This design comes from an exercise in tuning for small area on the open sky130 flow, not from production work. Only simulation tests tie the RTL to the original design; equivalence was not proved. Power and IR drop assume default switching activity.

==> inputs of job 6931 <==
==> flow/design.v <==
package regfile_2w_sweep_pkg;
    typedef enum logic {
        RF_SWEEP = 1'b0,
        RF_READY = 1'b1
    } rf_state_t;
    localparam logic [31:0] RF_GP_INIT_DEFAULT    = 32'h0000_1800;
    localparam logic [31:0] RF_SP_INIT_DEFAULT    = 32'h0000_2ffe;
    localparam logic [31:0] RF_MIO_OFFSET_DEFAULT = 32'h0000_0020;
endpackage
module regfile_2w_sweep_aoi3 #(
    parameter int unsigned WIDTH = 32
) (
    input  logic [2:0]         s,
    input  logic [WIDTH-1:0]   t0,
    input  logic [WIDTH-1:0]   t1,
    input  logic [WIDTH-1:0]   t2,
    output logic [WIDTH-1:0]   d
);
    assign d = ~(({WIDTH{s[0]}} & t0) | ({WIDTH{s[1]}} & t1) | ({WIDTH{s[2]}} & t2));
endmodule
module regfile_2w_sweep_aoi2 #(
    parameter int unsigned WIDTH = 32
) (
    input  logic [1:0]         s,
    input  logic [WIDTH-1:0]   t0,
    input  logic [WIDTH-1:0]   t1,
    output logic [WIDTH-1:0]   d
);
    assign d = ~(({WIDTH{s[0]}} & t0) | ({WIDTH{s[1]}} & t1));
endmodule
module regfile_2w_sweep_nandw #(
    parameter int unsigned WIDTH = 32,
    parameter int unsigned N     = 4
) (
    input  logic [N*WIDTH-1:0] i,
    output logic [WIDTH-1:0]   d
);
    always_comb begin
        d = '1;
        for (int k = 0; k < N; k++) d = d & i[k*WIDTH +: WIDTH];
        d = ~d;
    end
endmodule
module regfile_2w_sweep_rf_read_mux #(
    parameter int unsigned WIDTH  = 32,
    parameter int unsigned NT     = 31,
    parameter bit          BYPASS = 1'b1
) (
    input  logic [NT-1:0]       sel,
    input  logic [NT*WIDTH-1:0] terms,
    input  logic [1:0]          bsel,
    input  logic [WIDTH-1:0]    bt0,
    input  logic [WIDTH-1:0]    bt1,
    input  logic                nhit,
    input  logic                flip,
    output logic [WIDTH-1:0]    rdata
);
    localparam int unsigned NG = (NT + 2) / 3;     
    localparam int unsigned NF = NT / 3;           
    localparam int unsigned NP = (NG + 3) / 4;     
    logic [NG*WIDTH-1:0] grp_n;
    logic [WIDTH-1:0]    part [NP];
    logic [WIDTH-1:0]    byp_n;
    logic [WIDTH-1:0]    stored;
    for (genvar g = 0; g < NF; g++) begin : g_grp
        regfile_2w_sweep_aoi3 #(.WIDTH(WIDTH)) u_aoi (
            .s  (sel[3*g +: 3]),
            .t0 (terms[(3*g)*WIDTH +: WIDTH]),
            .t1 (terms[(3*g+1)*WIDTH +: WIDTH]),
            .t2 (terms[(3*g+2)*WIDTH +: WIDTH]),
            .d  (grp_n[g*WIDTH +: WIDTH])
        );
    end
    if (NG > NF) begin : g_last
        always_comb begin
            grp_n[NF*WIDTH +: WIDTH] = '0;
            for (int t = 3 * NF; t < NT; t++) begin
                grp_n[NF*WIDTH +: WIDTH] = grp_n[NF*WIDTH +: WIDTH]
                                         | ({WIDTH{sel[t]}} & terms[t*WIDTH +: WIDTH]);
            end
            grp_n[NF*WIDTH +: WIDTH] = ~grp_n[NF*WIDTH +: WIDTH];
        end
    end
    for (genvar p = 0; p < NP; p++) begin : g_part
        localparam int unsigned N = (NG - 4 * p < 4) ? NG - 4 * p : 4;
        regfile_2w_sweep_nandw #(.WIDTH(WIDTH), .N(N)) u_nand (
            .i (grp_n[4*p*WIDTH +: N*WIDTH]),
            .d (part[p])
        );
    end
    always_comb begin
        stored = '0;
        for (int p = 0; p < NP; p++) stored = stored | part[p];
    end
    if (BYPASS) begin : g_byp
        regfile_2w_sweep_aoi2 #(.WIDTH(WIDTH)) u_byp (
            .s(bsel), .t0(bt0), .t1(bt1), .d(byp_n)
        );
        assign rdata = ((stored & {WIDTH{nhit}}) | ~byp_n) ^ {WIDTH{flip}};
    end else begin : g_nobyp
        assign byp_n = '1;
        assign rdata = stored ^ {WIDTH{flip}};
    end
endmodule
module regfile_2w_sweep #(
    parameter int unsigned     WIDTH      = 32,
    parameter int unsigned     ADDR_WIDTH = 5,
    parameter int unsigned     NUM        = 32,
    parameter bit              BYPASS     = 1'b1,
    parameter int unsigned     GP_IDX     = 28,
    parameter logic [WIDTH-1:0] GP_INIT   = WIDTH'(regfile_2w_sweep_pkg::RF_GP_INIT_DEFAULT),
    parameter int unsigned     SP_IDX     = 29,
    parameter logic [WIDTH-1:0] SP_INIT   = WIDTH'(regfile_2w_sweep_pkg::RF_SP_INIT_DEFAULT),
    parameter int unsigned     MIO_IDX    = 17,
    parameter logic [31:0]     MIO_OFFSET = regfile_2w_sweep_pkg::RF_MIO_OFFSET_DEFAULT
) (
    input  logic                  clk,
    input  logic                  reset,
    input  logic                  we_a,
    input  logic [ADDR_WIDTH-1:0] waddr_a,
    input  logic [WIDTH-1:0]      wdata_a,
    input  logic                  we_b,
    input  logic [ADDR_WIDTH-1:0] waddr_b,
    input  logic [WIDTH-1:0]      wdata_b,
    input  logic [ADDR_WIDTH-1:0] raddr1,
    input  logic [ADDR_WIDTH-1:0] raddr2,
    output logic [WIDTH-1:0]      rdata1,
    output logic [WIDTH-1:0]      rdata2,
    input  logic [ADDR_WIDTH-1:0] dbg_addr,
    output logic [WIDTH-1:0]      dbg_data,
    output logic                  busy,
    output logic [31:0]           CPU_MIO
);
    localparam int unsigned IW = $clog2(NUM);
    logic [WIDTH-1:0] regs [NUM];
    regfile_2w_sweep_pkg::rf_state_t state_q;
    logic [IW-1:0]    ptr_q;
    logic             ready;
    logic             phase;
    assign ready = (state_q == regfile_2w_sweep_pkg::RF_READY);
    assign busy  = (state_q == regfile_2w_sweep_pkg::RF_SWEEP);
    always_ff @(posedge clk) begin
        if (reset) begin
            state_q <= regfile_2w_sweep_pkg::RF_SWEEP;
            ptr_q   <= '0;
        end else if (!ready) begin
            if (32'(ptr_q) == NUM - 1) begin
                state_q <= regfile_2w_sweep_pkg::RF_READY;
                ptr_q   <= '0;
            end else begin
                ptr_q <= ptr_q + 1'b1;
            end
        end
    end
    always_ff @(posedge clk) phase <= !phase && !reset;
    logic [IW-1:0]    wa_addr;
    logic [WIDTH-1:0] wa_data;
    logic             wa_en, wb_en;
    logic [WIDTH-1:0] sweep_val;
    logic [WIDTH-1:0] xb, xa;
    always_comb begin
        sweep_val = '0;
        if (32'(ptr_q) == GP_IDX) sweep_val = GP_INIT;
        else if (32'(ptr_q) == SP_IDX) sweep_val = SP_INIT;
    end
    assign wa_addr = ready ? waddr_a[IW-1:0] : ptr_q;
    assign wa_data = ready ? wdata_a : sweep_val;
    assign wa_en   = !reset && (ready ? we_a : 1'b1);
    assign wb_en   = !reset && ready && we_b;
    assign xb = wdata_b ^ {WIDTH{phase}};
    assign xa = wa_data ^ {WIDTH{phase}};
    logic [NUM-1:0] sel_a, sel_b, hold;
    always_comb begin
        sel_a = '0;
        sel_b = '0;
        hold  = '0;
        for (int i = 1; i < NUM; i++) begin
            sel_b[i] = wb_en && (32'(waddr_b) == i);
            sel_a[i] = wa_en && (32'(wa_addr) == i) && !sel_b[i];
            hold[i]  = !sel_b[i] && !sel_a[i];
        end
    end
    assign regs[0] = '0;
    for (genvar g = 1; g < NUM; g++) begin : g_reg
        logic [WIDTH-1:0] d;
        regfile_2w_sweep_aoi3 #(.WIDTH(WIDTH)) u_next (
            .s({hold[g], sel_a[g], sel_b[g]}), .t0(xb), .t1(xa), .t2(regs[g]), .d(d)
        );
        always_ff @(posedge clk) regs[g] <= d;
    end
    logic [(NUM-1)*WIDTH-1:0] stored_flat;
    always_comb begin
        for (int i = 1; i < NUM; i++) stored_flat[(i-1)*WIDTH +: WIDTH] = regs[i];
    end
    logic [NUM-2:0] rsel1, rsel2, dsel;
    logic           nz1, nz2, hb1, hb2, ha1, ha2;
    always_comb begin
        for (int i = 1; i < NUM; i++) begin
            rsel1[i-1] = (32'(raddr1) == i);
            rsel2[i-1] = (32'(raddr2) == i);
            dsel[i-1]  = !reset && (32'(dbg_addr) == i);
        end
    end
    assign nz1 = (raddr1 != '0);
    assign nz2 = (raddr2 != '0);
    assign hb1 = BYPASS && nz1 && ready && we_b && (waddr_b == raddr1);
    assign hb2 = BYPASS && nz2 && ready && we_b && (waddr_b == raddr2);
    assign ha1 = BYPASS && nz1 && ready && we_a && (waddr_a == raddr1) && !hb1;
    assign ha2 = BYPASS && nz2 && ready && we_a && (waddr_a == raddr2) && !hb2;
    regfile_2w_sweep_rf_read_mux #(.WIDTH(WIDTH), .NT(NUM-1), .BYPASS(BYPASS)) u_rd1 (
        .sel(rsel1), .terms(stored_flat), .bsel({ha1, hb1}), .bt0(xb), .bt1(xa),
        .nhit(!(hb1 || ha1)), .flip(phase && nz1), .rdata(rdata1)
    );
    regfile_2w_sweep_rf_read_mux #(.WIDTH(WIDTH), .NT(NUM-1), .BYPASS(BYPASS)) u_rd2 (
        .sel(rsel2), .terms(stored_flat), .bsel({ha2, hb2}), .bt0(xb), .bt1(xa),
        .nhit(!(hb2 || ha2)), .flip(phase && nz2), .rdata(rdata2)
    );
    logic [WIDTH-1:0] dbg_next;
    regfile_2w_sweep_rf_read_mux #(.WIDTH(WIDTH), .NT(NUM-1), .BYPASS(1'b0)) u_rd_dbg (
        .sel(dsel), .terms(stored_flat), .bsel(2'b00), .bt0('0), .bt1('0), .nhit(1'b1),
        .flip(phase && !reset && (dbg_addr != '0)), .rdata(dbg_next)
    );
    always_ff @(posedge clk) dbg_data <= dbg_next;
    assign CPU_MIO = 32'(regs[MIO_IDX] ^ {WIDTH{phase}}) + MIO_OFFSET;
endmodule
==> flow/flow/run.sh <==
#!/bin/bash
# Own layout flow: the standard layout (standard.sh) with one change made through an
# ORFS variable that config.mk leaves unset: the port buffers that buffer_ports adds are
# sky130_fd_sc_hd__buf_2 instead of the cell the resizer picks by itself (a slow delay
# buffer). Every input and output port is still buffered.
# The make output goes to standard.log here; ORFS keeps each step's log under orfs/logs/.
set -euo pipefail
export BUFFER_PORTS_ARGS="-buffer_cell sky130_fd_sc_hd__buf_2"
bash standard.sh > standard.log 2>&1
==> flow/standard.sh <==
#!/bin/bash
# synth_recipe.tcl (not shown) runs the flow's synth.tcl, then flattens the netlist and writes it again
# the make line also repeats each setting of config.mk as NAME=value (left out here)
make -C /OpenROAD-flow-scripts/flow DESIGN_CONFIG=/design/flow/config.mk WORK_HOME=/design/flow/orfs CLKGATE_MAP_FILE= SYNTH_SCRIPT=/design/flow/synth_recipe.tcl "${@:-finish}"
==> flow/config.mk <==
export PLATFORM = sky130hd
export DESIGN_NAME = regfile_2w_sweep
export DESIGN_NICKNAME = regfile_2w_sweep
export VERILOG_FILES = /design/flow/design.v
export SDC_FILE = /design/flow/constraint.sdc
export NUM_CORES = 4
export LEC_CHECK = 0
export CAP_MARGIN = 20
export CORE_MARGIN = 2
export CORE_UTILIZATION = 35
export CTS_BUF_LIST = sky130_fd_sc_hd__clkbuf_16
export CTS_CLUSTER_DIAMETER = 90
export CTS_CLUSTER_SIZE = 20
export PLACE_DENSITY = 0.42
export SETUP_SLACK_MARGIN = 0.2
export SLEW_MARGIN = 20
export SYNTH_HIERARCHICAL = 1
export SYNTH_MINIMUM_KEEP_SIZE = 0
==> flow/constraint.sdc <==
create_clock -name core_clock -period 7.0 [get_ports {clk}]
set_input_delay 1.4000 -clock core_clock [delete_from_list [all_inputs] [get_ports {clk}]]
set_output_delay 1.4000 -clock core_clock [all_outputs]
set_load 0.01 [all_outputs]
==> job 1033 (differences from job 6931) <==
==> flow/flow/run.sh (replaced) <==
#!/bin/bash
# Own layout flow: the standard layout (standard.sh) with two changes made through
# ORFS variables that config.mk leaves unset:
#   - the port buffers that buffer_ports adds are sky130_fd_sc_hd__buf_2 instead of the
#     cell the resizer picks by itself (a slow delay buffer); every port is still buffered;
#   - after global routing's timing repair, gates off the critical paths are downsized.
# The make output goes to standard.log here; ORFS keeps each step's log under orfs/logs/.
set -euo pipefail
export BUFFER_PORTS_ARGS="-buffer_cell sky130_fd_sc_hd__buf_2"
export RECOVER_POWER=100
bash standard.sh > standard.log 2>&1
==> flow/config.mk (replaced) <==
export PLATFORM = sky130hd
export DESIGN_NAME = regfile_2w_sweep
export DESIGN_NICKNAME = regfile_2w_sweep
export VERILOG_FILES = /design/flow/design.v
export SDC_FILE = /design/flow/constraint.sdc
export NUM_CORES = 4
export LEC_CHECK = 0
export CAP_MARGIN = 10
export CORE_MARGIN = 2
export CORE_UTILIZATION = 35
export CTS_BUF_LIST = sky130_fd_sc_hd__clkbuf_16
export CTS_CLUSTER_DIAMETER = 90
export CTS_CLUSTER_SIZE = 20
export PLACE_DENSITY = 0.42
export SETUP_SLACK_MARGIN = 0.05
export SLEW_MARGIN = 10
export SYNTH_HIERARCHICAL = 1
export SYNTH_MINIMUM_KEEP_SIZE = 0
==> job 512 (differences from job 6931) <==
==> flow/config.mk (replaced) <==
export PLATFORM = sky130hd
export DESIGN_NAME = regfile_2w_sweep
export DESIGN_NICKNAME = regfile_2w_sweep
export VERILOG_FILES = /design/flow/design.v
export SDC_FILE = /design/flow/constraint.sdc
export NUM_CORES = 4
export LEC_CHECK = 0
export CAP_MARGIN = 10
export CELL_PAD_IN_SITES_DETAIL_PLACEMENT = 1
export CELL_PAD_IN_SITES_GLOBAL_PLACEMENT = 1
export CORE_MARGIN = 2
export CORE_UTILIZATION = 35
export CTS_BUF_LIST = sky130_fd_sc_hd__clkbuf_16
export CTS_CLUSTER_DIAMETER = 90
export CTS_CLUSTER_SIZE = 20
export PLACE_DENSITY = 0.45
export SETUP_SLACK_MARGIN = 0.05
export SLEW_MARGIN = 10
export SYNTH_HIERARCHICAL = 1
export SYNTH_MINIMUM_KEEP_SIZE = 0
==> qor summary <==
| item | job 1033 | job 512 | job 6931 |
|---|---|---|---|
| Number of buffers other than clock buffers in the final layout | 558 | 565 | 562 |
| Antenna violations before repair | 17 | 16 | 17 |
| Post-detailed-placement half-perimeter wirelength | 232,000 um | 244,000 um | 232,000 um |
| Reg2reg setup slack | 320 ps | 2440 ps | 2180 ps |
| Final setup slack of the worst path | 81.1 ps | -123 ps | 568 ps |
| Status | failed layout checks | failed layout checks | complete, no violations |
| Layout check failures | capacitance limit, slew limit | setup timing | - |
| Combinational Power | 0.00232 W | 0.00241 W | 0.00238 W |
| CP bufs+invs | 3 | 4 | 3 |
| Fraction of layout cells with a size suffix above 1 | 0.145 | 0.188 | 0.184 |
| Max H-tree Level | 2 | 3 | 2 |
| Clock network share of area | 0.0298 | 0.0359 | 0.0294 |
| Endpoint of the worst hold-timing path | regs[25][3]$_DFF_P_ | regs[18][19]$_DFF_P_ | regs[25][3]$_DFF_P_ |
| Post-layout utilization of the core | 0.382 | 0.389 | 0.387 |
| Post-place setup slack | 974 ps | 518 ps | 968 ps |
| Post-CTS clock slew at the launch and capture registers of the worst setup and hold paths | 100 ps | 70 ps | 100 ps |
| Switch Pwr | 0.00473 W | 0.00497 W | 0.00472 W |
| Total power | 0.0137 W | 0.0143 W | 0.0137 W |
| Number of maximum-capacitance constraint violations | 52 | 0 | 0 |
| Fraction of standard cell area in multi-input logic | 0.507 | 0.504 | 0.507 |
| First-pass detailed-route iteration total | 21 | 17 | 23 |

-- re-timing with driven ports --
The results above use ideal ports. As a check the final layouts listed here were re-extracted and re-timed, cells and wires unchanged.
Step 1, drivers: a clkbuf_16 drives clk and a buf_2 each remaining input, both assumed.
Step 2 moves the port delays by t, midway between the first and last clock arrival at a register: inputs arrive t later, outputs are due t later. That takes back most of the time a late clock gives input paths.
Three values: no drivers, after step 1, after step 2; two values: the first two.
run | shift t [ns] | slack for setup (ns) | worst data-port slew with drivers (ns)
job 6931 | 0.843 | 0.568 / 0.549 / 0.549 | 0.17
job 1033 | 0.859 | 0.081 / -0.040 / -0.040 | 0.16
job 512 | 0.804 | -0.123 / -0.146 / -0.146 | 0.14
For job 1033, which loses most, drivers alone change the setup slack by -0.121 ns; drivers and shift together by -0.121 ns.
